What follows belongs to an exercise in optimizing a design on an open flow for small area, a short achievable clock period and few clock cycles; a production flow would make more cautious choices. The RTL was checked by simulation tests, not by an equivalence proof against the original design. Power and IR drop assume default switching activity.

// equity_top
module equity_top
(
	input  logic               clock,
	input  logic               rst_n,
	input  logic               awvalid,
	output logic               awready,
	input  logic [5-1:0] awaddr,
	input  logic               wvalid,
	output logic               wready,
	input  logic [32-1:0] wdata,
	output logic               bvalid,
	input  logic               bready,
	output logic [1:0]         bresp,
	input  logic               arvalid,
	output logic               arready,
	input  logic [5-1:0] araddr,
	output logic               rvalid,
	input  logic               rready,
	output logic [32-1:0] rdata,
	output logic [1:0]         rresp
);
clock: 12.5 ns
lec_check: 0
cap_margin: 20
core_margin: 2
core_utilization: 30
slew_margin: 20
run.sh (not shown) runs the stock make flow with config.mk's settings and CLKGATE_MAP_FILE= SYNTH_SCRIPT=/design/flow/synth_recipe.tcl, a recipe that flattens the netlist after the stock synthesis.
The baseline went through all stages and came out clean.
Testbench counts at the start, summed over its fixed seeds: cycles 10,560.
Next try:
Settings changed: CAP_MARGIN 20 to 50, CORE_UTILIZATION 30 to 50, SLEW_MARGIN 20 to 50.
=> The changed run completed with no timing, DRC or antenna violations. First-iteration DRC count fell by 14%. Setup slack gets better by 0.20 ns. Via count rose by about 2%. Design area hardly moves. Total power fell by 2.5%. Utilization rose by 23 points. Wire length rose by about 6%.
Next try:
Settings changed: CAP_MARGIN 50 to 20, SLEW_MARGIN 50 to 70.
=> The new run completed without violations. Via count came out higher by 2.9%. Die area is unchanged. Final cell count is higher by 3.2%. Global-route usage went up by 0.72 points. Worst setup slack loses 0.088 ns. First-iteration DRC count rose by 14%. Non-clock buffer count goes up by 115. Total power barely changes. Maximum frequency drops by 1.4%. Sequential power barely changes. Critical path depth climbs by 2.


Setup of before:
Another version of the RTL of equity_top (not shown whole).
For scale: ~4300 cells after synthesis, ~510 flip-flops, ~90 I/O pins, roughly 35000 µm² of cells after synthesis.
==> flow/config.mk <==
export PLATFORM = sky130hd
export DESIGN_NAME = equity_top
export DESIGN_NICKNAME = equity_top
export VERILOG_FILES = /design/flow/design.v
export SDC_FILE = /design/flow/constraint.sdc
export NUM_CORES = 4
export LEC_CHECK = 0
export CAP_MARGIN = 20
export CORE_MARGIN = 2
export CORE_UTILIZATION = 55
export SLEW_MARGIN = 20
==> flow/constraint.sdc <==
create_clock -name core_clock -period 12.5 [get_ports {clock}]
set_input_delay 2.5000 -clock core_clock [delete_from_list [all_inputs] [get_ports {clock}]]
set_output_delay 2.5000 -clock core_clock [all_outputs]
set_load 0.01 [all_outputs]
standard.sh (not shown) runs the stock make flow with config.mk's settings and CLKGATE_MAP_FILE= SYNTH_SCRIPT=/design/flow/synth_recipe.tcl, a recipe that flattens the netlist after the stock synthesis.
==> flow/flow/run.sh <==
#!/bin/bash
# Standard layout, with timing repair aimed well below the clock period
cp standard.sh standard_sh_copy.log
export SETUP_SLACK_MARGIN=9.0
bash standard.sh > standard.log 2>&1
Per the final summary, before finished and its layout is clean on timing, DRC and antenna.
Testbench counts of before, summed over its fixed seeds: cycles 6,144.
Input-level comparison between after and before:
diff --git a/flow/config.mk b/flow/config.mk
--- a/flow/config.mk
+++ b/flow/config.mk
@@ -10 +10 @@
-export CORE_UTILIZATION = 55
+export CORE_UTILIZATION = 30
==> comparison <==
- Relative to before, routed length on met2 has gone up in after.
- Clock distribution area overhead in the final layout | after below before
- Comparing before with after, the via count came out essentially unchanged.
- after vs before, instance count: after higher
- Area: after vs before -> after larger
- The final reports for after and before show relative contribution of sequential cells to total power higher in the former.
- after vs before, clock network latency to the later pin of the worst-skew pair went up by 20 ps.
- On minimum clock period, the lower figure sits with before, not after.


amber:
Starting RTL as in the previous note.
clock: 12.5 ns
lec_check: 0
cap_margin: 20
core_margin: 2
core_utilization: 30
slew_margin: 20
==> flow/flow/run.sh <==
#!/bin/bash
# Standard layout, with timing repair aimed well below the clock period
cp standard.sh standard_sh_copy.log
export SETUP_SLACK_MARGIN=8.5
bash standard.sh > standard.log 2>&1
Testbench counts of amber, summed over its fixed seeds: cycles 6,144.
Relative to amber, the following input files were edited for indigo:
--- a/flow/flow/run.sh
+++ b/flow/flow/run.sh
@@ -4 +4 @@
-export SETUP_SLACK_MARGIN=8.5
+export SETUP_SLACK_MARGIN=9.0
--- a/flow/config.mk
+++ b/flow/config.mk
@@ -7,0 +8 @@
+export ABC_AREA = 1
Results
- Buffers inserted during post-CTS setup optimization ended up 4 higher on indigo than on amber.
- Diff amber -> indigo: clock share of power went down by 2.2 points; initial antenna violation count went down by 4.
- indigo closes out successfully: all stages finished, all timing, DRC and antenna checks passed.
- indigo ended up with a higher post-placement setup slack than amber did.
- Core utilization, indigo and amber: higher on indigo
- Compared to amber, the router laid down less metal wire for indigo.
- amber vs indigo, group drawing the most power: clock vs sequential cells

## static timing again, ports no longer ideal
In the flow no input, the clock included, has a driving cell. The finished layouts below were timed again as built, in two steps. Step 1, drivers: a clkbuf_16 drives clock and a buf_2 each remaining input, both assumed. Step 2 moves the port delays by t, midway between the first and last clock arrival at a register: inputs arrive t later, outputs are due t later. That takes back most of the time a late clock gives input paths. Three values: no drivers, after step 1, after step 2; two values: the first two.
run | t (ns) | setup WS [ns] | hold slack, ns
the first run of note 1 | 0.628 | 5.930 / 5.930 / 5.930 | 0.430 / 0.430 / 0.430
the second run of note 1 | 0.615 | 6.131 / 6.131 / 6.131 | 0.424 / 0.424 / 0.424
the third run of note 1 | 0.619 | 6.043 / 6.043 / 6.043 | 0.427 / 0.427 / 0.427
before | 0.700 | 8.751 / 8.679 / 8.290 | 0.322 / 0.322 / 0.322
after | 0.716 | 8.705 / 8.636 / 8.262 | 0.320 / 0.320 / 0.320
amber | 0.702 | 8.549 / 8.479 / 7.959 | 0.325 / 0.325 / 0.325
indigo | 0.709 | 8.721 / 8.656 / 8.370 | 0.327 / 0.327 / 0.327
After both steps setup and hold are still met in every run listed. For amber, which loses most, drivers alone change the setup slack by -0.070 ns; drivers and shift together by -0.590 ns.
